Source: an optimization exercise on an open RTL-to-GDS flow (aim: small area). Production flows keep margins and buffers that such runs may drop. Where RTL was checked, it was by simulation tests only, not by an equivalence proof against the original. The RTL of runs 3 and 4 was laid out without a check of its function. Power and IR drop assume default switching activity.

==> design/flow/design.v <==
`default_nettype none
package rx_pkg;
	typedef struct packed {
		logic [256-1:0] data;
		logic [32-1:0]  ctrl;
	} rx_word_t;
	typedef enum logic [1:0] {
		SPEED_25G = 2'd0,
		SPEED_40G = 2'd1,
		SPEED_50G = 2'd2
	} rx_speed_t;
	typedef struct packed {
		logic       sof;
		logic [2:0] sof_lane;   
		logic       eof;
		logic [4:0] eof_lane;   
		logic       in_frame;
	} rx_evt_t;
	typedef struct packed {
		logic [7:0]  sof_mark;    
		logic        same_word;   
		logic [6:0]  rsvd;
		logic [15:0] bytes;
	} rx_bcnt_t;
endpackage
`default_nettype wire
`default_nettype none
module rx_mac_top (
	input  wire                clk,
	input  wire                reset_,
	input  wire  [1:0]         speed,        
	input  wire                init_done,
	input  wire  [287:0]       rx_in,        
	output logic [287:0]       rx_out,       
	output logic               x_we,
	output logic               x_bcnt_we,
	output logic [31:0]        x_byte_cnt,   
	output logic               linkup
);
	localparam int LINK_MAX = 8 + 2;   
	logic [32-1:0]       ctrl;
	logic [256-1:0]      data;
	assign ctrl = rx_in[32-1:0];
	assign data = rx_in[287:32];
	logic [8-1:0] start_found;
	logic [8-1:0] seq_found;
	logic [32-1:0]       term_found;
	logic [32-1:0]       past_start;   
	logic [32-1:0]       term_m;
	logic                       start_any;
	logic [2:0]                 start_pos;
	logic                       term_any;
	logic [5:0]                 term_bytes;   
	always_comb begin
		for (int k = 0; k < 8; k++) begin
			start_found[k] = ctrl[4*k] && (data[32*k +: 8] == 8'hfb);
			seq_found[k]   = ctrl[4*k] && (data[32*k +: 8] == 8'h9c);
		end
		for (int l = 0; l < 32; l++) begin
			term_found[l] = ctrl[l] && (data[8*l +: 8] == 8'hfd);
			past_start[l] = 1'b0;
			for (int k = 0; k < 8; k++)
				if (4*k < l)
					past_start[l] = past_start[l] | start_found[k];
		end
	end
	assign start_any = |start_found;
	always_comb begin
		start_pos = 3'd0;
		for (int k = 8 - 1; k >= 0; k--)
			if (start_found[k])
				start_pos = 3'(k);
	end
	logic [1:0] ph;       
	logic       inf;      
	logic       sof_q;    
	logic       wf;       
	logic       ef;       
	logic       b1;
	logic       blast;
	logic       sof_hit;
	logic       eof1;
	assign b1    = (ph == 2'd1);
	assign blast = (ph == ((speed == 2'd0) ? 2'd3 : 2'd1));
	assign sof_hit = start_any && !inf && (ph == 2'd0 || !ef);
	always_comb begin
		term_m     = term_found & (sof_q ? past_start : '1);
		term_any   = |term_m;
		term_bytes = 6'd0;
		for (int l = 32 - 1; l >= 0; l--)
			if (term_m[l])
				term_bytes = 6'(l + 1);
	end
	assign eof1 = b1 && inf && term_any;
	always_ff @(posedge clk) begin
		ph    <= sof_hit ? 2'd1 : (blast ? 2'd0 : ph + 2'd1);
		sof_q <= sof_hit;
		if (!reset_) begin
			inf <= 1'b0;
			wf  <= 1'b0;
			ef  <= 1'b0;
		end else begin
			if (eof1)
				inf <= 1'b0;
			else if (sof_hit)
				inf <= 1'b1;
			if (b1) begin
				wf <= inf;
				ef <= eof1;
			end
		end
	end
	always_ff @(posedge clk) begin
		if (b1)
			rx_out <= rx_in;
	end
	assign x_we      = wf && blast;
	assign x_bcnt_we = ef && blast;
	logic [15:0] acc;
	logic [2:0]  sof_pos;
	logic        same_word;
	logic [13:0] acc_base;   
	logic [5:0]  acc_inc;
	assign acc_base = sof_q ? -(14'(start_pos)) : acc[15:2];
	assign acc_inc  = term_any ? term_bytes : 6'd32;
	always_ff @(posedge clk) begin
		if (b1 && inf)
			acc <= {acc_base + 14'(acc_inc[5:2]), acc_inc[1:0]};
		if (sof_q) begin
			sof_pos   <= start_pos;
			same_word <= term_any;
		end
	end
	assign x_byte_cnt = {8'(1) << sof_pos, same_word, 7'd0, acc};
	logic       seq_q;
	logic       fault;
	logic [3:0] clean;   
	assign fault = !init_done || seq_q;
	always_ff @(posedge clk) begin
		if (!reset_) begin
			seq_q  <= 1'b0;
			clean  <= 4'd0;
			linkup <= 1'b0;
		end else begin
			seq_q  <= |seq_found;
			clean  <= fault ? 4'd0 : (clean == 4'(LINK_MAX) ? clean : clean + 4'd1);
			linkup <= (clean == 4'(LINK_MAX));
		end
	end
endmodule
`default_nettype wire
==> design/flow/run.sh <==
#!/bin/bash
# synth_recipe.tcl (not shown) runs the flow's synth.tcl, then flattens the netlist and writes it again
# the make line also repeats each setting of config.mk as NAME=value (left out here)
make -C /OpenROAD-flow-scripts/flow DESIGN_CONFIG=/design/flow/config.mk WORK_HOME=/design/flow/orfs CLKGATE_MAP_FILE= SYNTH_SCRIPT=/design/flow/synth_recipe.tcl finish
==> design/flow/config.mk <==
export PLATFORM = sky130hd
export DESIGN_NAME = rx_mac_top
export DESIGN_NICKNAME = rx_mac_top
export VERILOG_FILES = /design/flow/design.v
export SDC_FILE = /design/flow/constraint.sdc
export NUM_CORES = 4
export LEC_CHECK = 0
export CAP_MARGIN = 20
export CORE_MARGIN = 2
export CORE_UTILIZATION = 40
export PLACE_DENSITY = 0.6
export SLEW_MARGIN = 20
==> design/flow/constraint.sdc <==
create_clock -name core_clock -period 4.0 [get_ports {clk}]
set_input_delay 0.8000 -clock core_clock [delete_from_list [all_inputs] [get_ports {clk}]]
set_output_delay 0.8000 -clock core_clock [all_outputs]
set_load 0.01 [all_outputs]
==> summary.txt, run 1 <==
Area growth, synth to finish 86.06%; number of I/O port buffers 608; hold crit path type in2reg; vias in the first global route 10.79k; Comb pwr share 0.291; outcome failed layout checks; fin util 0.7569; post-synth cell types 66; EDFF count, synth 308; wirelength, routed 52.85 mm; Seq pwr share 0.442; post-route ant nets 0; initial antenna violation count 23; Met2 Routed Length 26.57 mm; clock skew 9.445 ps; total congestion overflow 0; share of cells above drive strength 1 0.2790; width of the die 177.6 um; Layout Check Fails setup timing; Final Max Slew Viols 0; VDD IR max 0.0003562 V; Post-Route M1 WL 17.10 mm; Avg Cell Area, Syn 16.18 um^2; crit path launch type input pin; CTS tree yes; CP endpoint kind flip-flop; ys flop type edfxtp_1; Synth Cell Area 12060 um^2; Initial Util 0.4068; DRC 0; max frequency 249.5 MHz; Area after DPL 20350 um^2; Min Hold Slack 462.8 ps; Synth area leaders edfxtp_1 77%, nand2_1 2.2%, dfxtp_1 2.0%; Avg WL per Cell 25.49 um; Yosys warning count 1; PnR worst setup slack -8.349 ps; sequential cell area fraction in the yosys report 0.7870; overall routing resource usage 0.3225; CTS sink cnt 320; largest fanout on the critical path 3; Leak Pwr 0.009019 uW; Core ar. 29640 um^2; RSZ-0062 raised after global routing yes; clock latency (worst-skew pair) 510 ps; post-placement cell count 1952; Switching Share 0.2778; GPL Wtd Cong 0.9366; clock share of power 0.268; Tightest Pin Transition 936.8 ps; largest net degree at the start of global routing 154; Final HPWL DP 41.73 mm; die area 31550 um^2; switching power 3143 uW; I/O Pins 616; CTS clk-pin slew, worst paths 60 ps; first-pass GRT wire length 71.39 mm; Nets 1942; Iter 0 DRT Violations 613; # fillers 1968; post-route cell area 22430 um^2; Hold Buf Count CTS 0; die height 177.6 um; Final min period 4008 ps; Pwr Density 504.3 nW/um^2; relative slew slack 0.3697; vias per cell 5.001; area of the multi-input gates 3277 um^2; met3 wire len 6.434 mm; worst endpoint required time 4250 ps; register area 9489 um^2; final worst-path cycle share 1.002; H-tree Lvls 2; Critical Path AT 4260 ps; fin cells 2073; flop and latch count out of synthesis 320; TritonRoute pass-1 iters 7; Synth area leader edfxtp_1; top sig layer met5; Clock Tree Root clkbuf_16; MaxCap Viol Count 0; Row Count 63; TritonCTS Buffers 35; Synth top area share 0.7671; Clock Path Buffers 3; Crit Path Category in2reg; Hold Violations, Final 0; cell internal pwr 8169 uW; DR vias 10.37k; Async S/R FF share, synth 0; Syn Inst Count 745; endpoints failing setup 1
[what timing repair did]
| action | 4_1_cts | 5_1_grt |
|---|---|---|
| pin swaps | 95 | 79 |
| gates resized for setup | 292 | 151 |
| setup buffers | 30 | 11 |
| endpoints found under the setup margin | 10 | 9 |
| endpoints found under the hold margin | 0 | 0 |
[cell families (layout without fill, tap and decap cells)]
kind of cell,count (synthesis),in the layout,share of synthesized area
AO/OA/AOI/OAI,88,88,0.04826
XOR/XNOR,13,13,0.009444
adder cells (fa/ha/maj),11,11,0.01204
buffers and inverters,35,947,0.01380
flip-flops,320,320,0.7870
multiplexers,5,5,0.004877
other,1,27,0.0003110
AND/OR/NAND/NOR,272,272,0.1242
[power by group through the flow]
stage | registers (uW) | logic [uW] | clock network [uW]
after floorplan | 5540 | 324 | 0
after global placement | 5030 | 3300 | 0
after detailed placement | 5050 | 3290 | 0
after CTS | 5000 | 3290 | 3060
after global routing | 5070 | 3410 | 3190
final | 5000 | 3290 | 3030
[critical path: stages]
cell,delay (ps)
clkdlybuf4s50_1,540
nor4_4,70
buf_4,150
nor2_1,290
nand2_1,140
o21ai_2,90
a21boi_2,170
o21ai_1,80
a21oi_1,170
o2111a_1,200
ha_2,200
inv_2,50
fa_2,330
inv_1,60
a21o_1,130
a21oi_2,80
nor4b_4,270
nand4b_1,170
xor2_1,190
o21ai_1,70
[cells in the mapped netlist (2+ instances only)]
cell and number:
edfxtp_1 308, nand2_1 71, nor2_1 47, nand4_1 30, nor4_1 29, a21oi_1 26, inv_1 22, o21ai_0 17
nand3_1 16, nor3_1 13, dfxtp_1 12, ha_1 10, buf_4 9, xor2_1 9, nand2b_1 8, nor3b_1 8
or4_1 7, a21boi_0 6, and3_1 6, o22ai_1 6, nor2b_1 5, or3_1 5, a21o_1 4, and2_1 4
o211ai_1 4, xnor2_1 4, a31oi_1 3, mux2_2 3, nand4b_1 3, nor4b_2 3, o21ai_1 3, o31ai_1 3
or2_2 3, a31o_1 2, inv_2 2, nand3b_1 2, nor4_2 2, o21a_1 2
[cells in the final DEF, fill, tap and decap left out, types with 5 or more instances in the layout]
cell type / count
clkdlybuf4s50_1: 398
edfxtp_1: 308
buf_4: 242
dlygate4sd2_1: 110
dlymetal6s2s_1: 64
nand2_1: 48
clkbuf_16: 37
nor2_1: 35
nand4_1: 30
nand2_2: 22
nor4_4: 22
diode_2: 20
inv_1: 20
a21oi_1: 19
clkbuf_2: 17
buf_6: 14
dfxtp_1: 12
clkbuf_1: 12
nor2_2: 10
o21ai_0: 10
nor3_1: 9
xor2_1: 9
nand3_2: 7
nor3b_1: 7
nor4_2: 7
o21ai_1: 7
conb_1: 7
clkinv_1: 7
a21oi_2: 6
clkdlybuf4s15_1: 6
nor4b_4: 5
nor2b_1: 5
nand2b_1: 5
or4_1: 5
nand3_1: 5
or3_1: 5
ha_1: 5
buf_2: 5
[flip-flops by register name (all words and copies together) (netlist names)]
| signal | cells |
|---|---|
| inf | 1 |
| wf | 1 |
| acc | 16 |
| same_word | 1 |
| clean | 4 |
| sof_pos | 3 |
| sof_q | 1 |
| linkup | 1 |
| ef | 1 |
| seq_q | 1 |
| ph | 2 |
| rx_out | 288 |
[stage by stage]
| step | TNS [ps] | power [uW] | setup slack [ps] |
|---|---|---|---|
| CTS | -27.55 | 11350 | -25.36 |
| finish | -8.349 | 11310 | -8.349 |
| global route | -644.7 | 11670 | -165.5 |
| detailed placement | -9645 | 8343 | -1103 |
| global placement | -9345 | 8324 | -1052 |
| floorplan | -785.0 | 5868 | -192.6 |
[cell type report]
class	count	share of cell area
Inverter	24	0.004016
Tap cell	390	0.02175
Antenna cell	20	0.002231
Clock buffer	49	0.04328
Clock inverter	13	0.003737
Sequential cell	320	0.4230
Timing Repair Buffer	861	0.3559
Multi-Input combinational cell	396	0.1461
[worst paths after layout]
check                          to  slack (ps)  depth (start not counted)        startpoint
max             acc[14]$_DFFE_PP_          -8                         20        rx_in[233]
min          rx_out[99]$_DFFE_PN_         460                          1         rx_in[99]
max reg2reg     acc[14]$_DFFE_PP_         330                         19     sof_q$_DFF_P_
min reg2reg      ph[0]$_SDFF_PP1_         470                          1  ph[0]$_SDFF_PP1_
[metal layers]
metal | track usage | vias to the layer above
met2 | 0.5518 | 483
li1 | - | 4736
met5 | 0.02244 | -
met1 | 0.3241 | 5024
met3 | 0.1617 | 116
met4 | 0.1544 | 8
==> inputs of run 2 (changes only) <==
==> design/flow/flow/run.sh (new file) <==
#!/bin/bash
# layout flow: the standard flow with the port buffers set to the smallest buffer
set -e
export BUFFER_PORTS_ARGS="-buffer_cell sky130_fd_sc_hd__buf_1"
cp standard.sh synth_recipe.tcl config.mk out/ 2>/dev/null || true
bash standard.sh > standard.log 2>&1
==> design/flow/standard.sh (new file) <==
#!/bin/bash
# synth_recipe.tcl (not shown) runs the flow's synth.tcl, then flattens the netlist and writes it again
# the make line also repeats each setting of config.mk as NAME=value (left out here)
make -C /OpenROAD-flow-scripts/flow DESIGN_CONFIG=/design/flow/config.mk WORK_HOME=/design/flow/orfs CLKGATE_MAP_FILE= SYNTH_SCRIPT=/design/flow/synth_recipe.tcl "${@:-finish}"
removed: design/flow/run.sh
==> run 2 against run 1 <==
Against the previous run: still fails the layout checks on setup timing; sequential cell count did not move; via count fell by 0.27%; non-clock buffer count up 7; cell area down 18%; first-iteration DRC count increased by 13%; clock skew grew 5.7 ps; largest power group unchanged.
==> summary.txt, run 2 <==
worst endpoint required time 4240 ps (about the same); CTS clk-pin slew, worst paths 60 ps (about the same); Avg WL per Cell 23.67 um (-7.1%); Min Hold Slack 464.4 ps (+1.549 ps); FF-to-FF End acc[14]$_DFFE_PP_; CP endpoint kind flip-flop; DR vias 10.34k (-0.27%); first-pass GRT wire length 67.15 mm (-5.9%); Final Max Slew Viols 0 (unchanged); CTS tree yes; overall routing resource usage 0.2989 (-0.02369); Hold Violations, Final 0 (unchanged); largest net degree at the start of global routing 129 (-16%); Iter 0 DRT Violations 693 (+13%); die area 31550 um^2 (unchanged); Nets 1950 (+0.41%); vias per cell 4.997 (about the same); Leak Pwr 0.006531 uW (-28%); largest fanout on the critical path 3 (unchanged); Yosys warning count 1 (unchanged); Hold Path Origin ph[0]$_SDFF_PP1_; Synth Cell Area 12060 um^2 (unchanged); hold crit path type reg2reg; Syn Inst Count 745 (unchanged); Synth top area share 0.7671 (unchanged); wirelength, routed 48.98 mm (-7.3%); Async S/R FF share, synth 0 (unchanged); outcome failed layout checks; PnR worst setup slack -55.80 ps (-47.45 ps); Clock Tree Root clkbuf_16; number of I/O port buffers 608 (unchanged); Pwr Density 559.8 nW/um^2 (+11%); Tightest Pin Transition 959.5 ps (+22.78 ps); cells on worst reg2reg path 19 (unchanged); final worst-path cycle share 1.014 (+0.01186); Final HPWL DP 39.74 mm (-4.8%); flop and latch count out of synthesis 320 (unchanged); Clock Path Buffers 3 (unchanged); most frequent cell after synthesis edfxtp_1; post-route ant nets 0 (unchanged); GPL Wtd Cong 0.9557 (+2.0%); share of cells above drive strength 1 0.2315 (-0.04755); Avg Cell Area, Syn 16.18 um^2 (unchanged); TritonCTS Buffers 36 (+2.9%); Critical Path AT 4300 ps (+40 ps); fin cells 2069 (-0.19%); Initial Util 0.4068 (unchanged); largest registers rx_out (288), acc (16), clean (4); total congestion overflow 0 (unchanged); TritonRoute pass-1 iters 5 (-2); Row Count 63 (unchanged); endpoints failing setup 2 (+1); worst slack at placement -688.9 ps (+413.7 ps); H-tree Lvls 2 (unchanged); Crit Path Category in2reg; max frequency 246.6 MHz (-1.2%); Core ar. 29640 um^2 (unchanged); # fillers 2475 (+26%); Hold Path Stages 1 (unchanged); Biggest register rx_out; Synth area leaders edfxtp_1 77%, nand2_1 2.2%, dfxtp_1 2.0%; commonest non-fill, non-tap cell in the layout buf_1; VDD IR max 0.0004107 V (+15%); r2r setup slk 330 ps (about the same); clock latency (worst-skew pair) 510 ps (about the same); Tot Pwr 10260 uW (-9.3%); sequential cell area fraction in the yosys report 0.7870 (unchanged); EDFF count, synth 308 (unchanged); clock skew 15.11 ps (+5.666 ps); WHS Endpoint ph[0]$_SDFF_PP1_; initial antenna violation count 11 (-52%); width of the die 177.6 um (unchanged); post-placement cell count 1981 (+1.5%); Hold Buf Count CTS 0 (unchanged); vias in the first global route 10.60k (-1.8%); Synth top cells by count 308 x edfxtp_1, 71 x nand2_1, 47 x nor2_1; DRC 0 (unchanged); Area growth, synth to finish 51.96%; Synth area leader edfxtp_1; Final min period 4056 ps (+47.45 ps); RSZ-0062 raised after global routing yes; Layout Check Fails setup timing; commonest non-fill, non-tap cells in the layout 601 x buf_1, 308 x edfxtp_1, 253 x buf_4; post-synth cell types 66 (unchanged); max reg flops 288 (unchanged); die height 177.6 um (unchanged); crit path launch type input pin; reg2reg start sof_q$_DFF_P_; MaxCap Viol Count 0 (unchanged); fin util 0.6182 (-0.1387); CTS sink cnt 320 (unchanged); I/O Pins 616 (unchanged); ys flop type edfxtp_1; relative slew slack 0.3544 (-0.01532)
==> run 2: cell counts after synthesis <==
Identical to the previous run, type by type.
==> run 2: cell type report <==
type / count / area (um^2) / area share
Sequential cell: 320 / 9489 / 0.5179
Antenna cell: 7 / 17.52 / 0.0009561
Multi-Input combinational cell: 396 / 2795 / 0.1526
Inverter: 24 / 90.09 / 0.004917
Timing Repair Buffer: 868 / 4324 / 0.2360
Tap cell: 390 / 488.0 / 0.02663
Clock inverter: 18 / 157.7 / 0.008605
Clock buffer: 46 / 959.7 / 0.05238
==> run 2: report_power, final <==
part           leakage [uW]  total [uW]  internal (uW)  switching, uW
registers           0.00296        5010           4740            269
clock network      0.000545        3180           1890           1290
logic               0.00302        2070            554           1520
==> run 2: stage by stage <==
| stage | TNS (ps) | area [um^2] |
|---|---|---|
| finish | -70.17 | 18320 |
| global route | -711.2 | 18320 |
| global placement | -4915 | 16760 |
| floorplan | -785.0 | 12210 |
| detailed placement | -5260 | 16760 |
| CTS | 0 | 18060 |
==> run 2: how the worst max path moves through the flow <==
| stage | start | to | cells after the start |
|---|---|---|---|
| after global routing | rx_in[135] | acc[14]$_DFFE_PP_ | 22 |
| after global placement | rx_in[133] | acc[14]$_DFFE_PP_ | 22 |
| after CTS | rx_in[8] | acc[14]$_DFFE_PP_ | 20 |
| after detailed placement | rx_in[101] | acc[14]$_DFFE_PP_ | 20 |
| final | rx_in[135] | acc[14]$_DFFE_PP_ | 22 |
| after floorplan | rx_in[227] | acc[15]$_DFFE_PP_ | 18 |
==> run 2: timing repair <==
item / in CTS / in global routing
pin swaps: 17 / 30
resized for setup: 24 / 37
endpoints found under the hold margin: 0 / 0
setup endpoints to repair: 7 / 9
buffers inserted: 9 / 9
==> run 2: cell families (layout without fill, tap and decap cells) <==
| group | count (synthesis) | after routing | share of synthesized area |
|---|---|---|---|
| AO/OA/AOI/OAI | 88 | 88 | 0.04826 |
| XOR/XNOR | 13 | 13 | 0.009444 |
| adder cells (fa/ha/maj) | 11 | 11 | 0.01204 |
| buffers and inverters | 35 | 956 | 0.01380 |
| AND/OR/NAND/NOR | 272 | 272 | 0.1242 |
| multiplexers | 5 | 5 | 0.004877 |
| other | 1 | 14 | 0.0003110 |
| flip-flops | 320 | 320 | 0.7870 |
==> run 2: worst max-delay path, stage by stage <==
cell      delay (ps)
buf_1            110
nand3_1          170
buf_4            190
nor4_4           310
buf_4            180
nor2_1            90
a21oi_2          210
nor3_2            70
and2_1           150
and3_4           190
o21ai_4           50
o2111a_1         200
ha_2             190
inv_2             40
fa_2             340
inv_2             50
a21o_1           150
a21oi_4           80
nor4b_4          270
nand4b_1         160
xor2_1           210
o21ai_1           90
==> run 2: routing by layer <==
layer | part of all wire | vias up | GRT usage
li1 | - | 4719 | -
met1 | 0.37 | 5083 | 0.3356
met2 | 0.50 | 434 | 0.5129
met3 | 0.10 | 93 | 0.1213
met4 | 0.034 | 10 | 0.1052
met5 | 0.0013 | - | 0
==> inputs of run 3 (changes only) <==
--- a/design/flow/design.v
+++ b/design/flow/design.v
@@ -116,22 +116,34 @@
 	end
 	assign x_we      = wf && blast;
 	assign x_bcnt_we = ef && blast;
-	logic [15:0] acc;
+	logic [10:0] cnt_hi;
+	logic [4:0]  cnt_lo;
+	logic        cnt_cy;
 	logic [2:0]  sof_pos;
 	logic        same_word;
-	logic [13:0] acc_base;   
-	logic [5:0]  acc_inc;
-	assign acc_base = sof_q ? -(14'(start_pos)) : acc[15:2];
-	assign acc_inc  = term_any ? term_bytes : 6'd32;
+	logic [5:0]  lo_base;
+	logic [5:0]  lo_inc;
+	logic [5:0]  lo_sum;
+	assign lo_base = sof_q ? -({1'b0, start_pos, 2'b00}) : {1'b0, cnt_lo};
+	assign lo_inc  = term_any ? term_bytes : 6'd32;
+	assign lo_sum  = lo_base + lo_inc;
 	always_ff @(posedge clk) begin
-		if (b1 && inf)
-			acc <= {acc_base + 14'(acc_inc[5:2]), acc_inc[1:0]};
+		cnt_cy <= 1'b0;
+		if (b1 && inf) begin
+			cnt_lo <= lo_sum[4:0];
+			if (sof_q)
+				cnt_hi <= 11'(lo_sum[5]);
+			else
+				cnt_cy <= lo_sum[5];
+		end else begin
+			cnt_hi <= cnt_hi + 11'(cnt_cy);
+		end
 		if (sof_q) begin
 			sof_pos   <= start_pos;
 			same_word <= term_any;
 		end
 	end
-	assign x_byte_cnt = {8'(1) << sof_pos, same_word, 7'd0, acc};
+	assign x_byte_cnt = {8'(1) << sof_pos, same_word, 7'd0, cnt_hi, cnt_lo};
 	logic       seq_q;
 	logic       fault;
 	logic [3:0] clean;   
==> design/flow/flow/run.sh (replaced) <==
#!/bin/bash
# layout flow: the standard flow with the port buffers set to the smallest buffer
set -e
export BUFFER_PORTS_ARGS="-buffer_cell sky130_fd_sc_hd__buf_1"

bash standard.sh > standard.log 2>&1
==> run 3 against run 2 <==
Against the previous run: the layout still fails its checks (setup timing); utilization down 2.2 points; worst setup slack worse by 39 ps; cell count down 2.8%; critical endpoint is now cnt_hi[0]$_DFFE_PP_; largest power group unchanged; highest routed layer unchanged.
==> summary.txt, run 3 <==
clock latency (worst-skew pair) 500 ps (about the same); TritonCTS Buffers 35 (-2.8%); Synth top area share 0.7604 (-0.006708); H-tree Lvls 2 (unchanged); ys flop type edfxtp_1; # fillers 2466 (-0.36%); endpoints failing setup 1 (-1); wirelength, routed 45.39 mm (-7.3%); post-route ant nets 0 (unchanged); die area 31820 um^2 (+0.86%); Final Max Slew Viols 0 (unchanged); clock skew 6.990 ps (-8.121 ps); max frequency 244.2 MHz (-0.95%); largest net degree at the start of global routing 160 (+24%); worst endpoint required time 4340 ps (+100 ps); commonest non-fill, non-tap cells in the layout 603 x buf_1, 308 x edfxtp_1, 192 x buf_4; Layout Check Fails setup timing; worst slack at placement -661.3 ps (+27.69 ps); Switching Share 0.3004 (about the same); Synth top cells by count 308 x edfxtp_1, 73 x nand2_1, 41 x nor2_1; CTS sink cnt 321 (+0.31%); CTS tree yes; Comb pwr share 0.201 (about the same); total congestion overflow 0 (unchanged); sequential cell area fraction in the yosys report 0.7818 (-0.005236); Pwr Density 580.5 nW/um^2 (+3.7%); vias per cell 5.102 (+2.1%); cell internal pwr 7208 uW (+0.46%); most frequent cell after synthesis edfxtp_1; switching power 3095 uW (+0.48%); register area 9509 um^2 (+0.21%); DRC 0 (unchanged); largest registers rx_out (288), cnt_hi (11), cnt_lo (5); Avg WL per Cell 22.57 um (-4.7%); Leak Pwr 0.006258 uW (-4.2%); Area growth, synth to finish 45.93%; VDD IR max 0.0003928 V (-4.4%); Row Count 63 (unchanged); Post-Route Setup TNS -94.84 ps (-24.67 ps); Clock Path Buffers 3 (unchanged); width of the die 178.4 um (+0.43%); Synth area leaders edfxtp_1 76%, nand2_1 2.3%, dfxtp_1 2.1%; final worst-path cycle share 1.024 (+0.009761); area of the multi-input gates 2693 um^2 (-3.7%); die height 178.4 um (+0.43%); crit path launch type input pin; hold crit path type reg2reg; EDFF count, synth 308 (unchanged); first-pass GRT wire length 61.46 mm (-8.5%); I/O Pins 616 (unchanged); CP max-delay cell or4b_4; GPL Wtd Cong 0.9484 (-0.76%); Post-Synth XOR/XNOR Area 0.009361 (-0.00008258); multiplexer share of the synthesized area 0.001852 (-0.003026); Async S/R FF share, synth 0 (unchanged); overall routing resource usage 0.2687 (-0.03013); Initial Util 0.4082 (+0.001417); Yosys warning count 1 (unchanged); Final min period 4095 ps (+39.04 ps); TritonRoute pass-1 iters 5 (unchanged); number of I/O port buffers 608 (unchanged); CTS clk-pin slew, worst paths 60 ps (about the same); flop and latch count out of synthesis 321 (+0.31%); initial antenna violation count 4 (-7); CP endpoint kind flip-flop; max reg flops 288 (unchanged); Iter 0 DRT Violations 739 (+6.6%); Tightest Pin Transition 965.0 ps (+5.473 ps); DR vias 10.26k (-0.76%); Core ar. 29800 um^2 (+0.53%); MaxCap Viol Count 0 (unchanged); largest family of logic cells by synthesized area simple AND/OR/NAND/NOR gates; outcome failed layout checks; Hold Violations, Final 0 (unchanged); Post-Synth Simple-Gate Area 0.1300 (+0.005806); Synth Area in Compound Gates 0.04835 (+0.00009240); commonest non-fill, non-tap cell in the layout buf_1; Synth Area in Adders 0.01399 (+0.001952); share of cells above drive strength 1 0.1822 (-0.04925); Synth Cell Area 12160 um^2 (+0.88%); CP max stage delay 560 ps (+220 ps); Syn Inst Count 756 (+1.5%); PnR worst setup slack -94.84 ps (-39.04 ps); Critical Path AT 4430 ps (+130 ps); Nets 1900 (-2.6%); RSZ-0062 raised after global routing yes; relative slew slack 0.3507 (-0.003682); clock share of power 0.299 (-0.011); Biggest register rx_out; Clock Tree Root clkbuf_16; Tot Pwr 10300 uW (+0.46%); Synth area leader edfxtp_1; worst path cell trace clkbuf_2 > nand3_2 > o41ai_4 > buf_4 > nor3_4 > o22ai_2 > or4b_4 > or4_4 > o211a_1 > ha_1 > a21o_1 > a21oi_2 > o21bai_1 > a21oi_2 > or4_4 > and3_4 > o31ai_4; Hold Buf Count CTS 0 (unchanged); Final HPWL DP 35.90 mm (-9.7%); post-synth cell types 69 (+4.5%); largest fanout on the critical path 5 (+2); Avg Cell Area, Syn 16.09 um^2 (-0.59%); Seq pwr share 0.500 (+0.012); Crit Path Category in2reg; vias in the first global route 9965 (-6.0%)
run 3: timing repair:
item	CTS	global route
resized for setup	16	12
gates cloned	1	0
hold endpoints to repair	0	0
pin swaps	8	3
buffers inserted	3	2
setup endpoints to repair	1	3
run 3: worst max-delay path: cells and delay by family:
kind | cells | cell delay (ps)
simple gates | 6 | 2020
compound gates | 8 | 1030
buf+inv | 2 | 300
fa+ha+maj | 1 | 260
run 3: cell type report:
cell class                 count  area share
clock inverter                16    0.006979
multi-input combinational    406      0.1517
inverter                      23    0.004864
sequential                   321      0.5357
clock buffer                  46     0.05407
antenna                        2   0.0002820
tap                          390     0.02749
timing repair buffer         807      0.2189
run 3: path summary, 6_finish.rpt:
path	to	cells after the start	start	slack [ps]
hold reg to reg	ph[0]$_SDFF_PP1_	1	ph[0]$_SDFF_PP1_	490
hold / removal	ph[0]$_SDFF_PP1_	1	ph[0]$_SDFF_PP1_	490
setup / recovery	cnt_hi[0]$_DFFE_PP_	17	rx_in[32]	-90
setup reg to reg	cnt_hi[0]$_DFFE_PP_	15	sof_q$_DFF_P_	-30
run 3: power by group through the flow:
stage / Combinational [uW] / Sequential, uW / Clock [uW]
5_1_grt: 2200 / 5240 / 3270
3_5_place_dp: 2060 / 5200 / 0
4_1_cts: 2080 / 5150 / 3150
6_report: 2070 / 5160 / 3080
2_1_floorplan: 375 / 5690 / 0
3_3_place_gp: 2050 / 5180 / 0
run 3: stage by stage:
stage | area [um^2] | hold slack (ps) | std cells | utilization
2_1_floorplan | 12260 | 427.0 | 762 | -
3_3_place_gp | 16500 | 441.9 | 1941 | 0.5536
3_5_place_dp | 16500 | 473.5 | 1941 | 0.5536
4_1_cts | 17690 | 474.7 | 2007 | 0.5938
5_1_grt | 17740 | 480.0 | 2009 | 0.5955
6_report | 17750 | 488.7 | 2011 | 0.5957
run 3: per-layer routing:
| layer | track usage | wire length (um) |
|---|---|---|
| met5 | 0 | 30 |
| met4 | 0.08198 | 1260 |
| met3 | 0.09335 | 5069 |
| met2 | 0.4157 | 20890 |
| met1 | 0.3578 | 18140 |
run 3: logic make-up (layout without fill, tap and decap cells):
family	after synthesis	in the layout
xor+xnor	13	13
fa+ha+maj	13	13
mux	2	2
simple gates	285	285
flops	321	321
compound gates	85	86
other cells	1	9
buf+inv	36	892
==> inputs of run 4 (changes only) <==
--- a/design/flow/config.mk
+++ b/design/flow/config.mk
@@ -8,5 +8,7 @@
 export CAP_MARGIN = 20
 export CORE_MARGIN = 2
 export CORE_UTILIZATION = 40
+export CTS_BUF_LIST = sky130_fd_sc_hd__clkbuf_4 sky130_fd_sc_hd__clkbuf_8
+export GPL_TIMING_DRIVEN = 0
 export PLACE_DENSITY = 0.6
 export SLEW_MARGIN = 20
==> run 4 against run 3 <==
Against the previous run: wire length is 3.3% lower; register-to-register slack hardly changed; clock skew is 16 ps higher; cell count is 7.0% lower; first-iteration DRC count is 8.4% lower; still fails the layout checks on setup timing; non-clock buffer count is 167 lower; critical endpoint unchanged; largest cell class unchanged; combinational power hardly changed; count of clock-buffer cells in the layout is 25 higher; power is 3.6% lower; largest power group unchanged.
==> summary.txt, run 4 <==
outcome failed layout checks; largest net degree at the start of global routing 57 (-64%); EDFF count, synth 308 (unchanged); Tightest Pin Transition 1032 ps (+66.70 ps); Syn Inst Count 756 (unchanged); Final min period 4094 ps (-1.120 ps); final worst-path cycle share 1.023 (about the same); I/O Pins 616 (unchanged); Initial Util 0.4082 (unchanged); number of I/O port buffers 608 (unchanged); die height 178.4 um (unchanged); GPL Wtd Cong 0.8698 (-8.3%); commonest non-fill, non-tap cell in the layout buf_1; VDD IR max 0.0003247 V (-17%); sequential cell area fraction in the yosys report 0.7818 (unchanged); most frequent cell after synthesis edfxtp_1; Layout Check Fails setup timing; CP endpoint kind flip-flop; Tot Pwr 9931 uW (-3.6%); Final HPWL DP 35.13 mm (-2.1%); first-pass GRT wire length 59.64 mm (-3.0%); CTS clk-pin slew, worst paths 60 ps (about the same); Synth area leader edfxtp_1; width of the die 178.4 um (unchanged); Crit Path Category in2reg; Synth top area share 0.7604 (unchanged); clock skew 22.69 ps (+15.70 ps); max frequency 244.3 MHz (about the same); Synth area leaders edfxtp_1 76%, nand2_1 2.3%, dfxtp_1 2.1%; CTS sink cnt 321 (unchanged); Post-Route Setup TNS -93.72 ps (+1.120 ps); total congestion overflow 0 (unchanged); worst endpoint required time 4410 ps (+70 ps); Nets 1750 (-7.9%); TritonCTS Buffers 52 (+49%); crit path launch type input pin; Final Max Slew Viols 0 (unchanged); clock latency (worst-skew pair) 570 ps (+70 ps); r2r setup slk -40 ps (about the same); TritonRoute pass-1 iters 5 (unchanged); Iter 0 DRT Violations 677 (-8.4%); largest fanout on the critical path 5 (unchanged); Avg WL per Cell 23.45 um (+3.9%); share of cells above drive strength 1 0.1074 (-0.07478); RSZ-0062 raised after global routing yes; Synth Cell Area 12160 um^2 (unchanged); worst slack at placement -967.0 ps (-305.7 ps); Leak Pwr 0.005466 uW (-13%); Pwr Density 603.8 nW/um^2 (+4.0%); flop and latch count out of synthesis 321 (unchanged); Row Count 63 (unchanged); vias per cell 5.105 (about the same); Clock Tree Root clkbuf_8; Area growth, synth to finish 35.23%; ys flop type edfxtp_1; Core ar. 29800 um^2 (unchanged); Synth top cells by count 308 x edfxtp_1, 73 x nand2_1, 41 x nor2_1; die area 31820 um^2 (unchanged); post-synth cell types 69 (unchanged); relative slew slack 0.3059 (-0.04488); initial antenna violation count 3 (-1); CTS tree yes; register area 9513 um^2 (about the same); Critical Path AT 4510 ps (+80 ps); post-route ant nets 0 (unchanged); overall routing resource usage 0.2625 (-0.006177); DR vias 9552 (-6.9%); DRC 0 (unchanged); area of the multi-input gates 2731 um^2 (+1.4%); PnR worst setup slack -93.72 ps (+1.120 ps); largest registers rx_out (288), cnt_hi (11), cnt_lo (5); max reg flops 288 (unchanged); commonest non-fill, non-tap cells in the layout 607 x buf_1, 308 x edfxtp_1, 71 x nand2_1; # fillers 2644 (+7.2%); Biggest register rx_out; Avg Cell Area, Syn 16.09 um^2 (unchanged); Hold Buf Count CTS 0 (unchanged); Hold Violations, Final 0 (unchanged); H-tree Lvls 2 (unchanged); MaxCap Viol Count 0 (unchanged); endpoints failing setup 1 (unchanged); vias in the first global route 9194 (-7.7%); hold crit path type in2reg; Async S/R FF share, synth 0 (unchanged); wirelength, routed 43.87 mm (-3.3%); Yosys warning count 1 (unchanged); Clock Path Buffers 3 (unchanged)
==> run 4: cell types whose count changed in the layout (fill, tap and decap cells not counted), moves of 3 or more <==
cell	previous run	this run
nor4_1	27	22
buf_12	8	5
clkbuf_1	9	1
clkbuf_2	3	0
buf_4	192	21
clkbuf_4	0	16
a21oi_1	19	22
nor4_2	1	5
clkinv_1	7	13
clkbuf_16	37	0
buf_1	603	607
clkbuf_8	0	57
==> run 4: cell type report <==
cell class	instances	share of cell area
Sequential cell	321	0.5783
Inverter	23	0.005249
Tap cell	390	0.02967
Buffer	13	0.006542
Multi-Input combinational cell	406	0.1661
Antenna cell	1	0.0001521
Timing Repair Buffer	627	0.1537
Clock inverter	19	0.006542
Clock buffer	71	0.05370
==> run 4: cells by family after synthesis <==
group | after synthesis | synth area share
adders and majority gates | 13 | 0.01399
muxes | 2 | 0.001852
AOI/OAI and AO/OA | 85 | 0.04835
DFF | 321 | 0.7818
buffers and inverters | 36 | 0.01430
and+or+nand+nor | 285 | 0.1300
other | 1 | 0.0003083
xor gates and xnor gates | 13 | 0.009361
==> run 4: timing repair <==
action / in CTS / in global routing
pin swaps: 10 / 1
gates resized for setup: 26 / 6
setup endpoints to repair: 3 / 3
buffers inserted: 12 / 1
cloned: 1 / 0
==> run 4: report_power, final <==
group	switching, uW	total, uW	internal, uW
logic	1510	2080	564
clock network	1280	2760	1480
registers	293	5090	4800
==> run 4: layer usage <==
layer / share of wire / vias to the layer above / GRT usage
met4: 0.024 / 4 / 0.07351
met3: 0.11 / 77 / 0.1014
met1: 0.41 / 4619 / 0.3451
met5: 0.00062 / - / 0
li1: - / 4349 / -
met2: 0.46 / 503 / 0.4069
==> run 4: final timing paths <==
| path | startpoint | endpoint | cells past startpoint |
|---|---|---|---|
| hold / removal | rx_in[202] | rx_out[202]$_DFFE_PN_ | 1 |
| setup reg to reg | sof_q$_DFF_P_ | cnt_hi[0]$_DFFE_PP_ | 16 |
| hold reg to reg | ph[0]$_SDFF_PP1_ | ph[0]$_SDFF_PP1_ | 1 |
| setup / recovery | rx_in[134] | cnt_hi[0]$_DFFE_PP_ | 17 |
==> run 4: critical path: stages <==
cell      delay [ps]
buf_1            170
nand3_2          160
nor4_1           110
nor4_1           280
o22ai_2          150
or4b_4           550
or4_1            530
buf_4            170
o211a_1          120
ha_1             270
a21o_1           120
a21oi_2           70
o21bai_1         130
a21oi_1          100
or4_4            450
and3_4           170
o31ai_2          160
==> run 4: through the flow <==
stage            util  instances  area (um^2)  hold WS, ps
2_1_floorplan       -        762        12260        427.0
3_3_place_gp   0.5043       1760        15030        449.5
3_5_place_dp   0.5095       1766        15180        464.7
4_1_cts        0.5505       1869        16400        388.6
5_1_grt        0.5519       1870        16450        394.3
6_report       0.5520       1871        16450        423.3
==> inputs of run 5 (changes only) <==
--- a/design/flow/design.v
+++ b/design/flow/design.v
@@ -50,7 +50,7 @@
 	logic                       start_any;
 	logic [2:0]                 start_pos;
 	logic                       term_any;
-	logic [5:0]                 term_bytes;   
+	logic [4:0]                 term_lane;    
 	always_comb begin
 		for (int k = 0; k < 8; k++) begin
 			start_found[k] = ctrl[4*k] && (data[32*k +: 8] == 8'hfb);
@@ -83,15 +83,21 @@
 	assign b1    = (ph == 2'd1);
 	assign blast = (ph == ((speed == 2'd0) ? 2'd3 : 2'd1));
 	assign sof_hit = start_any && !inf && (ph == 2'd0 || !ef);
+	logic       tq_any;    
+	logic [4:0] tq_lane;   
 	always_comb begin
-		term_m     = term_found & (sof_q ? past_start : '1);
-		term_any   = |term_m;
-		term_bytes = 6'd0;
+		term_m    = term_found & (inf ? '1 : past_start);
+		term_any  = |term_m;
+		term_lane = 5'd0;
 		for (int l = 32 - 1; l >= 0; l--)
 			if (term_m[l])
-				term_bytes = 6'(l + 1);
+				term_lane = 5'(l);
 	end
-	assign eof1 = b1 && inf && term_any;
+	always_ff @(posedge clk) begin
+		tq_any  <= term_any;
+		tq_lane <= term_lane;
+	end
+	assign eof1 = b1 && inf && tq_any;
 	always_ff @(posedge clk) begin
 		ph    <= sof_hit ? 2'd1 : (blast ? 2'd0 : ph + 2'd1);
 		sof_q <= sof_hit;
@@ -125,7 +131,7 @@
 	logic [5:0]  lo_inc;
 	logic [5:0]  lo_sum;
 	assign lo_base = sof_q ? -({1'b0, start_pos, 2'b00}) : {1'b0, cnt_lo};
-	assign lo_inc  = term_any ? term_bytes : 6'd32;
+	assign lo_inc  = tq_any ? 6'(tq_lane) + 6'd1 : 6'd32;
 	assign lo_sum  = lo_base + lo_inc;
 	always_ff @(posedge clk) begin
 		cnt_cy <= 1'b0;
@@ -140,7 +146,7 @@
 		end
 		if (sof_q) begin
 			sof_pos   <= start_pos;
-			same_word <= term_any;
+			same_word <= tq_any;
 		end
 	end
 	assign x_byte_cnt = {8'(1) << sof_pos, same_word, 7'd0, cnt_hi, cnt_lo};
--- a/design/flow/config.mk
+++ b/design/flow/config.mk
@@ -8,7 +8,5 @@
 export CAP_MARGIN = 20
 export CORE_MARGIN = 2
 export CORE_UTILIZATION = 40
-export CTS_BUF_LIST = sky130_fd_sc_hd__clkbuf_4 sky130_fd_sc_hd__clkbuf_8
-export GPL_TIMING_DRIVEN = 0
 export PLACE_DENSITY = 0.6
 export SLEW_MARGIN = 20
==> run 5 against run 4 <==
Against the previous run: the run now finishes clean; clock skew decreased by 4.6 ps; wire length is 5.1% higher; via count grew 3.0%; worst setup slack better by 320 ps; sequential cell count up 6; area after synthesis grew 2.3%; power is 5.3% higher; combinational power shrank 3%.
==> summary.txt, run 5 <==
CP endpoint kind flip-flop; Crit Path Category in2reg; die area 32540 um^2 (+2.3%); total congestion overflow 0 (unchanged); largest net degree at the start of global routing 190 (+230%); clock latency (worst-skew pair) 520 ps (-50 ps); register area 9629 um^2 (+1.2%); Post-Route Setup TNS 0 ps (+93.72 ps); Final Max Slew Viols 0 (unchanged); CTS sink cnt 327 (+1.9%); max reg flops 288 (unchanged); most frequent cell after synthesis edfxtp_1; TritonRoute pass-1 iters 5 (unchanged); final worst-path cycle share 0.9432 (-0.08019); vias in the first global route 9980 (+8.5%); relative slew slack 0.2215 (-0.08436); Synth area leaders edfxtp_1 74%, dfxtp_1 3.1%, nand2_1 2.5%; crit path launch type input pin; EDFF count, synth 308 (unchanged); worst endpoint required time 4250 ps (-160 ps); Critical Path AT 4020 ps (-490 ps); largest fanout on the critical path 3 (-2); VDD IR max 0.0004081 V (+26%); TritonCTS Buffers 38 (-27%); DRC 0 (unchanged); post-route cell area 16800 um^2 (+2.1%); # fillers 2685 (+1.6%); max frequency 265.0 MHz (+8.5%); hold crit path type reg2reg; Clock Path Buffers 3 (unchanged); CTS tree yes; Hold Violations, Final 0 (unchanged); GPL Wtd Cong 0.9090 (+4.5%); area of the multi-input gates 2699 um^2 (-1.2%); Biggest register rx_out; commonest non-fill, non-tap cell in the layout buf_1; Area after DPL 15640 um^2 (+3.0%); flop and latch count out of synthesis 327 (+1.9%); post-route ant nets 0 (unchanged); Core ar. 30590 um^2 (+2.7%); H-tree Lvls 2 (unchanged); Final min period 3773 ps (-320.8 ps); MaxCap Viol Count 0 (unchanged); PnR worst setup slack 227.1 ps (+320.8 ps); Pwr Density 622.7 nW/um^2 (+3.1%); worst path cell trace buf_1 > nand4_1 > buf_4 > nor4b_1 > buf_4 > nor2_1 > o31ai_1 > nand2_1 > ha_1 > mux2_2 > ha_1 > inv_1 > o21bai_1 > a21oi_1 > xor2_1 > and3_1 > mux2i_1 > nand2_1; RSZ-0062 raised after global routing no; width of the die 180.4 um (+1.1%); Hold Buf Count CTS 0 (unchanged); Row Count 64 (+1.6%); CP max stage delay 430 ps (-120 ps); Iter 0 DRT Violations 566 (-16%); sequential cell area fraction in the yosys report 0.7736 (-0.008190); worst slack at placement -411.9 ps (+555.1 ps); I/O Pins 616 (unchanged); share of cells above drive strength 1 0.08701 (-0.02042); Nets 1798 (+2.7%); Yosys warning count 1 (unchanged); Clock Tree Root clkbuf_16; vias per cell 5.138 (+0.65%); Synth area leader edfxtp_1; CTS clk-pin slew, worst paths 50 ps (about the same); endpoints failing setup 0 (-1); post-synth cell types 73 (+5.8%); number of I/O port buffers 608 (unchanged); clock skew 18.14 ps (-4.551 ps); commonest non-fill, non-tap cells in the layout 608 x buf_1, 308 x edfxtp_1, 82 x nand2_1; total setup buffers inserted after CTS 0 (-12); initial antenna violation count 2 (-1); Syn Inst Count 789 (+4.4%); Tightest Pin Transition 1168 ps (+136.1 ps); die height 180.4 um (+1.1%); post-CTS sizing 0 (-100%); Synth top cells by count 308 x edfxtp_1, 82 x nand2_1, 39 x nor2_1; Area growth, synth to finish 34.95%; Synth Cell Area 12450 um^2 (+2.3%); overall routing resource usage 0.2753 (+0.01278); Avg Cell Area, Syn 15.78 um^2 (-1.9%); first-pass GRT wire length 65.25 mm (+9.4%); Synth top area share 0.7431 (-0.01735); CP max-delay cell nor4b_1; outcome complete, no violations; Final HPWL DP 37.73 mm (+7.4%); DR vias 9840 (+3.0%); Leak Pwr 0.005661 uW (+3.6%); ys flop type edfxtp_1; Avg WL per Cell 24.08 um (+2.7%); largest registers rx_out (288), cnt_hi (11); Initial Util 0.4069 (-0.001301); Async S/R FF share, synth 0 (unchanged); wirelength, routed 46.12 mm (+5.1%)
==> run 5: changes by cell type in the layout (fill, tap and decap cells not counted), sizes merged, moves of 4 or more <==
cell / before / now
buf: 637 / 668
clkbuf: 74 / 52
o21ai: 15 / 28
clkinv: 18 / 9
nand2: 73 / 82
nor2b: 3 / 11
dfxtp: 13 / 19
nand2b: 7 / 12
nand3b: 9 / 4
nor4: 31 / 26
nand4: 26 / 30
==> run 5: per-layer routing <==
layer,track usage,vias to the layer above,routed length (um)
met5,0,-,0
met4,0.1503,0,2715
met3,0.05578,86,2889
met2,0.5095,485,24760
met1,0.2924,4785,15750
li1,-,4484,-
==> run 5: through the flow <==
step           utilization  std cells  power, uW  hold WS [ps]
2_1_floorplan            -        795       6099         434.8
3_3_place_gp        0.5112       1847       7281         463.5
3_5_place_dp        0.5112       1847       7304         469.2
4_1_cts             0.5488       1913      10570         452.0
5_1_grt             0.5490       1914      10850         466.4
6_report            0.5491       1915      10460         478.7
==> run 5: where the power goes <==
| part | switching, uW | internal, uW |
|---|---|---|
| Clock | 1330 | 1920 |
| Sequential | 306 | 4880 |
| Combinational | 1520 | 498 |
==> run 5: critical path: cells and delay by family <==
family	cells	cell delay, ps
compound gates	3	520
xor+xnor	1	190
fa+ha+maj	2	580
buf+inv	4	510
mux	2	390
simple gates	6	1010
==> run 5: kinds of logic after synthesis <==
kind of cell / count (synthesis) / share of synthesized area
buffers and inverters: 31 / 0.01297
DFF: 327 / 0.7736
and+or+nand+nor: 298 / 0.1313
xor gates and xnor gates: 16 / 0.01126
adders and majority gates: 14 / 0.01468
other: 1 / 0.0003013
muxes: 4 / 0.003518
AOI/OAI and AO/OA: 98 / 0.05237
==> run 5: layout make-up <==
class	count	share of cell area
Tap cell	396	0.02950
Sequential cell	327	0.5733
Clock buffer	52	0.06101
Antenna cell	2	0.0002980
Multi-Input combinational cell	437	0.1607
Clock inverter	14	0.007598
Timing Repair Buffer	668	0.1634
Inverter	19	0.004246
==> run 5: worst paths after layout <==
path	from	end	slack, ps	cells after the start
setup reg to reg	ph[0]$_SDFF_PP1_	cnt_hi[0]$_DFFE_PP_	1380	7
hold / removal	wf$_SDFFE_PN0N_	wf$_SDFFE_PN0N_	480	2
hold reg to reg	wf$_SDFFE_PN0N_	wf$_SDFFE_PN0N_	480	2
setup / recovery	rx_in[260]	cnt_hi[0]$_DFFE_PP_	230	18
==> inputs of run 6 (changes only) <==
--- a/design/flow/config.mk
+++ b/design/flow/config.mk
@@ -8,5 +8,7 @@
 export CAP_MARGIN = 20
 export CORE_MARGIN = 2
 export CORE_UTILIZATION = 40
+export CTS_BUF_LIST = sky130_fd_sc_hd__clkbuf_4 sky130_fd_sc_hd__clkbuf_8
+export GPL_TIMING_DRIVEN = 0
 export PLACE_DENSITY = 0.6
 export SLEW_MARGIN = 20
==> run 6 against run 5 <==
Against the previous run: power shrank 2.8%; utilization fell by 0.81 points; sequential share of layout area increased by 0.86 points; critical path depth unchanged; first-iteration DRC count decreased by 17%; register-to-register slack barely moved; worst hold slack got worse by 66 ps; largest power group unchanged.
==> summary.txt, run 6 <==
flop and latch count out of synthesis 327 (unchanged); endpoints failing setup 0 (unchanged); Syn Inst Count 789 (unchanged); Synth top area share 0.7431 (unchanged); cell internal pwr 7042 uW (-3.5%); DRC 0 (unchanged); CTS tree yes; die area 32540 um^2 (unchanged); I/O Pins 616 (unchanged); r2r setup slk 1380 ps (about the same); wirelength, routed 45.42 mm (-1.5%); hold crit path type in2reg; crit path launch type input pin; CTS sink cnt 327 (unchanged); width of the die 180.4 um (unchanged); Async S/R FF share, synth 0 (unchanged); Hold Buf Count CTS 0 (unchanged); Row Count 64 (unchanged); Post-Synth Simple-Gate Area 0.1313 (unchanged); max reg flops 288 (unchanged); Final HPWL DP 37.18 mm (-1.5%); DR vias 9722 (-1.2%); FF-to-FF End cnt_hi[0]$_DFFE_PP_; clock share of power 0.290 (-0.021); worst endpoint required time 4340 ps (+90 ps); Seq pwr share 0.505 (+0.009); Synth Cell Area 12450 um^2 (unchanged); initial antenna violation count 1 (-1); worst setup path end cnt_hi[0]$_DFFE_PP_; Clock Tree Root clkbuf_8; TritonCTS Buffers 53 (+39%); VDD IR max 0.0004622 V (+13%); GPL Wtd Cong 0.8428 (-7.3%); vias in the first global route 9722 (-2.6%); Yosys warning count 1 (unchanged); overall routing resource usage 0.2695 (-0.005832); Iter 0 DRT Violations 470 (-17%); Final min period 3808 ps (+34.98 ps); Core ar. 30590 um^2 (unchanged); Critical Path AT 4140 ps (+120 ps); Leak Pwr 0.005521 uW (-2.5%); Final Max Slew Viols 0 (unchanged); Nets 1775 (-1.3%); Tightest Pin Transition 1233 ps (+65.12 ps); clock latency (worst-skew pair) 590 ps (+70 ps); post-placement cell count 1805 (-2.3%); outcome complete, no violations; Initial Util 0.4069 (unchanged); EDFF count, synth 308 (unchanged); Area growth, synth to finish 32.96%; Post-Synth XOR/XNOR Area 0.01126 (unchanged); post-synth cell types 73 (unchanged); MaxCap Viol Count 0 (unchanged); Crit Path Category in2reg; first-pass GRT wire length 63.76 mm (-2.3%); Synth area leader edfxtp_1; largest registers rx_out (288), cnt_hi (11); Synth Area in Compound Gates 0.05237 (unchanged); share of cells above drive strength 1 0.09278 (+0.005763); Synth top cells by count 308 x edfxtp_1, 82 x nand2_1, 39 x nor2_1; largest net degree at the start of global routing 57 (-70%); CTS clk-pin slew, worst paths 60 ps (about the same); # fillers 2717 (+1.2%); most frequent cell after synthesis edfxtp_1; largest family of logic cells by synthesized area simple AND/OR/NAND/NOR gates; vias per cell 5.101 (-0.73%); H-tree Lvls 2 (unchanged); Pwr Density 614.5 nW/um^2 (-1.3%); final worst-path cycle share 0.9520 (+0.008744); switching power 3129 uW (-1.0%); CP Launch Point rx_in[196]; Clock Path Buffers 3 (unchanged); Biggest register rx_out; Synth area leaders edfxtp_1 74%, dfxtp_1 3.1%, nand2_1 2.5%; number of I/O port buffers 608 (unchanged); relative slew slack 0.1705 (-0.05099); PnR worst setup slack 192.1 ps (-34.98 ps); Avg WL per Cell 23.83 um (-1.0%); cells on worst reg2reg path 9 (+2); reg2reg start sof_q$_DFF_P_; Hold Violations, Final 0 (unchanged); worst slack at placement -775.4 ps (-363.5 ps); Comb pwr share 0.205 (+0.012); Switching Share 0.3076 (+0.005458); die height 180.4 um (unchanged); CP endpoint kind flip-flop; clock skew 21.29 ps (+3.147 ps); TritonRoute pass-1 iters 5 (unchanged); largest fanout on the critical path 5 (+2); Synth Area in Adders 0.01468 (unchanged); Avg Cell Area, Syn 15.78 um^2 (unchanged); fin cells 1906 (-0.47%); post-route ant nets 0 (unchanged); commonest non-fill, non-tap cell in the layout buf_1; max frequency 262.6 MHz (-0.92%); sequential cell area fraction in the yosys report 0.7736 (unchanged); multiplexer share of the synthesized area 0.003518 (unchanged); commonest non-fill, non-tap cells in the layout 608 x buf_1, 308 x edfxtp_1, 82 x nand2_1; ys flop type edfxtp_1; total congestion overflow 0 (unchanged); Tot Pwr 10170 uW (-2.8%)
-- run 6: metrics by stage --
stage	util	hold slack, ps	TNS, ps	cell area (um^2)
finish	0.5410	412.8	0	16550
global route	0.5410	384.8	-7.061	16550
CTS	0.5390	375.2	0	16490
detailed placement	0.5036	465.3	-1406	15400
global placement	0.4990	459.3	-30890	15260
floorplan	-	434.8	0	12490
-- run 6: cell families after synthesis --
| family | Yosys count |
|---|---|
| AO/OA/AOI/OAI | 98 |
| XOR/XNOR | 16 |
| adder cells (fa/ha/maj) | 14 |
| buffers and inverters | 31 |
| flip-flops | 327 |
| multiplexers | 4 |
| other | 1 |
| AND/OR/NAND/NOR | 298 |
-- run 6: final cells by class --
class | instances | area (um^2) | share of cell area
clock buffer | 81 | 945.9 | 0.05716
clock inverter | 15 | 126.4 | 0.007636
inverter | 19 | 71.32 | 0.004309
sequential | 327 | 9629 | 0.5818
multi-input combinational | 437 | 2741 | 0.1656
tap | 396 | 495.5 | 0.02994
antenna | 1 | 2.502 | 0.0001512
timing repair buffer | 618 | 2447 | 0.1479
buffer | 12 | 90.09 | 0.005443
-- run 6: worst max-delay path, stage by stage --
cell	delay, ps
buf_1	130
nand4_1	240
or4b_4	560
o21ai_1	110
a21oi_1	120
o21ai_2	210
and2_4	180
inv_1	40
ha_1	270
mux2_2	260
ha_1	330
inv_1	70
o21bai_1	70
a21oi_1	180
xor2_1	270
nor2_1	100
a21oi_1	140
nand2_1	60
-- run 6: how the worst min path moves through the flow --
stage | start | endpoint | slack [ps] | cells past startpoint
after CTS | rx_in[67] | rx_out[67]$_DFFE_PN_ | 380 | 1
after detailed placement | ph[0]$_SDFF_PP1_ | ph[0]$_SDFF_PP1_ | 470 | 1
after global routing | rx_in[2] | rx_out[2]$_DFFE_PN_ | 380 | 1
after floorplan | ph[0]$_SDFF_PP1_ | ph[0]$_SDFF_PP1_ | 430 | 1
final | rx_in[56] | rx_out[56]$_DFFE_PN_ | 410 | 1
after global placement | ph[0]$_SDFF_PP1_ | ph[0]$_SDFF_PP1_ | 460 | 1
-- run 6: power groups by stage --
| stage | registers [uW] | logic [uW] | clock network (uW) |
|---|---|---|---|
| floorplan | 5740 | 355 | 0 |
| global placement | 5270 | 2020 | 0 |
| detailed placement | 5210 | 2110 | 0 |
| CTS | 5150 | 2120 | 3000 |
| global route | 5230 | 2190 | 3140 |
| finish | 5140 | 2080 | 2940 |
-- run 6: layer usage --
metal / GRT usage / share of wire / routed length [um]
met3: 0.06063 / 0.067 / 3036
met2: 0.5229 / 0.56 / 25270
met5: 0 / 0 / 0
met4: 0.1081 / 0.039 / 1768
met1: 0.2771 / 0.34 / 15350
-- run 6: timing repair --
| action | in CTS | in global routing |
|---|---|---|
| pin swaps | 2 | 4 |
| setup endpoints to repair | 1 | 1 |
| resized for setup | 2 | 5 |
| buffers inserted | 1 | 3 |
==> inputs of run 7 (changes only) <==
==> design/flow/flow/run.sh (replaced) <==
#!/bin/bash
# layout flow: the standard flow, with the smallest buffer on the ports and a
# clock tree of fewer, larger sink clusters without dummy loads
set -e
export BUFFER_PORTS_ARGS="-buffer_cell sky130_fd_sc_hd__buf_1"
export CTS_ARGS="-sink_clustering_enable -repair_clock_nets -sink_clustering_size 25 -sink_clustering_max_diameter 80 -buf_list {sky130_fd_sc_hd__clkbuf_4 sky130_fd_sc_hd__clkbuf_8} -dont_use_dummy_load"
bash standard.sh > standard.log 2>&1
==> design/flow/config.mk (replaced) <==
export PLATFORM = sky130hd
export DESIGN_NAME = rx_mac_top
export DESIGN_NICKNAME = rx_mac_top
export VERILOG_FILES = /design/flow/design.v
export SDC_FILE = /design/flow/constraint.sdc
export NUM_CORES = 4
export LEC_CHECK = 0
export CAP_MARGIN = 20
export CORE_MARGIN = 2
export CORE_UTILIZATION = 60
export GPL_TIMING_DRIVEN = 0
export PLACE_DENSITY = 0.85
export SLEW_MARGIN = 20
==> run 7 against run 6 <==
Against the previous run: the flow now stops in I/O pin placement (3_2_place_iop); area after synthesis stayed put; synthesized cell count did not move.
==> summary.txt, run 7 <==
die height 148.0 um (-18%); Initial Util 0.6132 (+0.2063); Async S/R FF share, synth 0 (unchanged); Yosys warning count 1 (unchanged); Synth top cells by count 308 x edfxtp_1, 82 x nand2_1, 39 x nor2_1; Synth area leaders edfxtp_1 74%, dfxtp_1 3.1%, nand2_1 2.5%; EDFF count, synth 308 (unchanged); Fail Step I/O pin placement (3_2_place_iop); ys flop type edfxtp_1; Synth area leader edfxtp_1; sequential cell area fraction in the yosys report 0.7736 (unchanged); Synth top area share 0.7431 (unchanged); width of the die 148.0 um (-18%); Error Message [ERROR PPL-0024] Number of IO pins (616) exceeds maximum number of available positions (528). Increase the die perimeter from 592.12um to 837.76um.; Row Count 52 (-19%); Syn Inst Count 789 (unchanged); Avg Cell Area, Syn 15.78 um^2 (unchanged); post-synth cell types 73 (unchanged); flop and latch count out of synthesis 327 (unchanged); Synth Cell Area 12450 um^2 (unchanged); most frequent cell after synthesis edfxtp_1; outcome did not finish
[run 7: cell counts after synthesis]
Identical to the previous run, type by type.
[run 7: kinds of logic after synthesis]
logic type,share of synthesized area
compound gates,0.05237
xor+xnor,0.01126
fa+ha+maj,0.01468
buf+inv,0.01297
flops,0.7736
mux,0.003518
other cells,0.0003013
simple gates,0.1313
==> inputs of run 8 (changes only) <==
--- a/design/flow/design.v
+++ b/design/flow/design.v
@@ -127,20 +127,20 @@
 	logic        cnt_cy;
 	logic [2:0]  sof_pos;
 	logic        same_word;
-	logic [5:0]  lo_base;
-	logic [5:0]  lo_inc;
+	logic [5:0]  word_bytes;   
 	logic [5:0]  lo_sum;
-	assign lo_base = sof_q ? -({1'b0, start_pos, 2'b00}) : {1'b0, cnt_lo};
-	assign lo_inc  = tq_any ? 6'(tq_lane) + 6'd1 : 6'd32;
-	assign lo_sum  = lo_base + lo_inc;
+	assign word_bytes = tq_any ? 6'(tq_lane) + 6'd1 : 6'd32;
+	assign lo_sum = {1'b0, cnt_lo[4:2], 2'b00} + word_bytes;
 	always_ff @(posedge clk) begin
 		cnt_cy <= 1'b0;
 		if (b1 && inf) begin
-			cnt_lo <= lo_sum[4:0];
-			if (sof_q)
-				cnt_hi <= 11'(lo_sum[5]);
-			else
+			if (sof_q) begin
+				cnt_lo <= {word_bytes[4:2] - start_pos, word_bytes[1:0]};
+				cnt_hi <= 11'(word_bytes[5] && start_found[0]);
+			end else begin
+				cnt_lo <= lo_sum[4:0];
 				cnt_cy <= lo_sum[5];
+			end
 		end else begin
 			cnt_hi <= cnt_hi + 11'(cnt_cy);
 		end
==> design/flow/flow/run.sh (replaced) <==
#!/bin/bash
# layout flow: the standard flow with the port buffers set to the smallest buffer
set -e
export BUFFER_PORTS_ARGS="-buffer_cell sky130_fd_sc_hd__buf_1"

bash standard.sh > standard.log 2>&1
--- a/design/flow/config.mk
+++ b/design/flow/config.mk
@@ -7,7 +7,8 @@
 export LEC_CHECK = 0
 export CAP_MARGIN = 20
 export CORE_MARGIN = 2
-export CORE_UTILIZATION = 60
+export CORE_UTILIZATION = 40
+export CTS_BUF_LIST = sky130_fd_sc_hd__clkbuf_4 sky130_fd_sc_hd__clkbuf_8
 export GPL_TIMING_DRIVEN = 0
-export PLACE_DENSITY = 0.85
+export PLACE_DENSITY = 0.6
 export SLEW_MARGIN = 20
==> run 8 against run 7 <==
Against the previous run: the run now finishes clean; area after synthesis is 1.3% lower; synthesized cell count decreased by 2.7%.
==> summary.txt, run 8 <==
final worst-path cycle share 0.7758; Synth top area share 0.7527 (+0.009686); max reg flops 288; die area 32130 um^2; Synth top cells by count 308 x edfxtp_1, 86 x nand2_1, 43 x nor2_1; DRC 0; vias per cell 5.031; Avg Cell Area, Syn 16.00 um^2 (+1.4%); clock share of power 0.290; CTS clk-pin slew, worst paths 60 ps; Crit Path Category in2reg; most frequent cell after synthesis edfxtp_1; met3 GRT Util 0.05937; first-pass GRT wire length 58.19 mm; number of I/O port buffers 608; grt met1 use 0.2757; Pwr Density 618.3 nW/um^2; Syn Inst Count 768 (-2.7%); Hold Violations, Final 0; post-route ant nets 0; RSZ-0062 raised after global routing no; flop and latch count out of synthesis 327 (unchanged); VDD IR max 0.0003467 V; Core ar. 30430 um^2; ys flop type edfxtp_1; clock skew 11.41 ps; Comb pwr share 0.203; largest registers rx_out (288), cnt_hi (11); commonest non-fill, non-tap cells in the layout 608 x buf_1, 308 x edfxtp_1, 86 x nand2_1; Clock Path Buffers 3; CP endpoint kind flip-flop; switching power 3097 uW; met2 GRT Util 0.4686; GPL Wtd Cong 0.9209; cell internal pwr 7006 uW; Final Max Slew Viols 0; Tightest Pin Transition 1122 ps; post-synth cell types 71 (-2.7%); initial antenna violation count 3; sequential cell area fraction in the yosys report 0.7837 (+0.01008); Seq pwr share 0.508; Initial Util 0.4038 (-0.2094); PnR worst setup slack 896.8 ps; Switching Share 0.3066; Async S/R FF share, synth 0 (unchanged); relative slew slack 0.2450; Avg WL per Cell 22.76 um; Synth Cell Area 12290 um^2 (-1.3%); share of cells above drive strength 1 0.08485; Synth area leader edfxtp_1; Critical Path AT 3410 ps; I/O Pins 616; overall routing resource usage 0.2537; width of the die 179.3 um (+21%); CTS tree yes; DR vias 9474; Iter 0 DRT Violations 575; crit path launch type input pin; outcome complete, no violations; hold crit path type in2reg; Biggest register rx_out; fin util 0.5370; Min Hold Slack 423.5 ps; endpoints failing setup 0; Row Count 64 (+23%); worst slack at placement 356.0 ps; commonest non-fill, non-tap cell in the layout buf_1; Hold Buf Count CTS 0; max frequency 322.2 MHz; Yosys warning count 1 (unchanged); wirelength, routed 42.86 mm; # fillers 2724; TritonRoute pass-1 iters 5; post-CTS sizing 0; Nets 1750; H-tree Lvls 2; vias in the first global route 9317; GR peak layer met2; Synth area leaders edfxtp_1 75%, dfxtp_1 3.1%, nand2_1 2.6%; largest fanout on the critical path 7; Final min period 3103 ps; Clock Tree Root clkbuf_8; die height 179.3 um (+21%); Leak Pwr 0.005382 uW; clock latency (worst-skew pair) 570 ps; TritonCTS Buffers 54; total congestion overflow 0; worst endpoint required time 4310 ps; Area growth, synth to finish 32.99%; largest net degree at the start of global routing 59; CTS sink cnt 327; MaxCap Viol Count 0; EDFF count, synth 308 (unchanged); Final HPWL DP 34.97 mm; total setup buffers inserted after CTS 0
==> run 8: cell count changes after synthesis, moves of 4 or more <==
cell / delta
nand2_1: +4
nor2_1: +4
nand4_1: -4
nand2b_1: -5
or4_1: -5
o31ai_1: -5
nor2b_1: -8
a21oi_1: +5
o21ai_0: -9
nor4_1: +5
==> run 8: metal layers <==
metal | routed length (um) | share of wire
met1 | 15010 | 0.35
met2 | 22850 | 0.53
met3 | 3172 | 0.074
met4 | 1810 | 0.042
met5 | 13 | 0.00030
==> run 8: worst paths after layout <==
kind	start	endpoint	slack, ps	cells past startpoint
worst max register to register	ph[0]$_SDFF_PP1_	cnt_hi[6]$_SDFFCE_PP0P_	1700	5
worst min register to register	ph[0]$_SDFF_PP1_	ph[0]$_SDFF_PP1_	490	1
worst min-delay path	rx_in[39]	rx_out[39]$_DFFE_PN_	420	1
worst max-delay path	rx_in[165]	cnt_lo[4]$_DFFE_PP_	900	11
==> run 8: kinds of logic (layout without fill, tap and decap cells) <==
family | Yosys count | count (layout) | synth area share
xor+xnor | 16 | 16 | 0.01141
other cells | 1 | 9 | 0.0003052
simple gates | 293 | 293 | 0.1277
flops | 327 | 327 | 0.7837
mux | 1 | 1 | 0.0008147
fa+ha+maj | 13 | 13 | 0.01446
compound gates | 90 | 90 | 0.05081
buf+inv | 27 | 738 | 0.01079
==> run 8: power groups by stage <==
| stage | logic (uW) | registers (uW) | clock network (uW) |
|---|---|---|---|
| finish | 2050 | 5130 | 2930 |
| global route | 2200 | 5220 | 3130 |
| detailed placement | 2080 | 5200 | 0 |
| CTS | 2090 | 5130 | 2990 |
| floorplan | 356 | 5740 | 0 |
| global placement | 1980 | 5260 | 0 |
==> run 8: critical path, stage by stage <==
cell,delay (ps)
buf_1,190
nand3_1,180
nor4_2,660
nor2_1,170
o21bai_1,200
a21oi_1,150
ha_1,250
fa_1,380
xor2_1,210
xnor2_1,140
a21oi_1,80
==> run 8: area by class of cell <==
class,instances,area (um^2),share of cell area
tap,396,495.5,0.03032
sequential,327,9629,0.5893
clock inverter,30,209.0,0.01279
multi-input combinational,420,2585,0.1582
antenna,2,5.005,0.0003063
clock buffer,67,859.6,0.05260
inverter,17,63.81,0.003905
timing repair buffer,614,2425,0.1484
buffer,10,68.82,0.004211
==> run 8: per-stage QoR <==
step | TNS [ps] | power (uW) | area [um^2] | cells
3_3_place_gp | -27160 | 7235 | 15100 | 1778
3_5_place_dp | 0 | 7277 | 15250 | 1784
6_report | 0 | 10100 | 16340 | 1883
5_1_grt | 0 | 10550 | 16340 | 1883
4_1_cts | 0 | 10220 | 16320 | 1881
2_1_floorplan | 0 | 6094 | 12320 | 774

## what the ideal ports hide
The flow's constraints put no driver on any port. The routed layouts listed below were extracted and timed again, unchanged, in two steps. Step 1 (the two cells are an assumption about what drives the block):
set clk [get_ports {clk}]
set_driving_cell -lib_cell sky130_fd_sc_hd__clkbuf_16 $clk
set_driving_cell -lib_cell sky130_fd_sc_hd__buf_2 [delete_from_list [all_inputs] $clk]
Step 2 also shifts input and output timing later by t, the mid clock arrival at the registers, as if the neighbouring blocks saw the same clock. Slacks: no drivers / after step 1 / after step 2; pairs: no drivers / after step 1.
run | shift t [ns] | setup WS [ns] | hold WS [ns] | worst register clock-pin slew, ns | cell pins on the clock port's net
run 1 | 0.559 | -0.008 / -0.012 / -0.571 | 0.463 / 0.451 / 0.469 | 0.07 / 0.07 | 1
run 2 | 0.550 | -0.056 / -0.035 / -0.584 | 0.464 / 0.464 / 0.464 | 0.06 / 0.06 | 1
run 3 | 0.549 | -0.095 / -0.086 / -0.635 | 0.489 / 0.469 / 0.489 | 0.06 / 0.06 | 1
run 4 | 0.619 | -0.094 / -0.080 / -0.698 | 0.423 / 0.394 / 0.470 | 0.07 / 0.07 | 1
run 5 | 0.558 | 0.227 / 0.256 / -0.302 | 0.479 / 0.451 / 0.479 | 0.06 / 0.06 | 1
run 6 | 0.629 | 0.192 / 0.202 / -0.427 | 0.413 / 0.386 / 0.480 | 0.07 / 0.07 | 1
run 8 | 0.616 | 0.897 / 0.920 / 0.304 | 0.423 / 0.401 / 0.488 | 0.07 / 0.07 | 1
Met with ideal ports but missed after step 2: setup timing in run 5 and run 6. For run 6, which loses most, drivers alone change the setup slack by +0.010 ns; drivers and shift together by -0.619 ns.
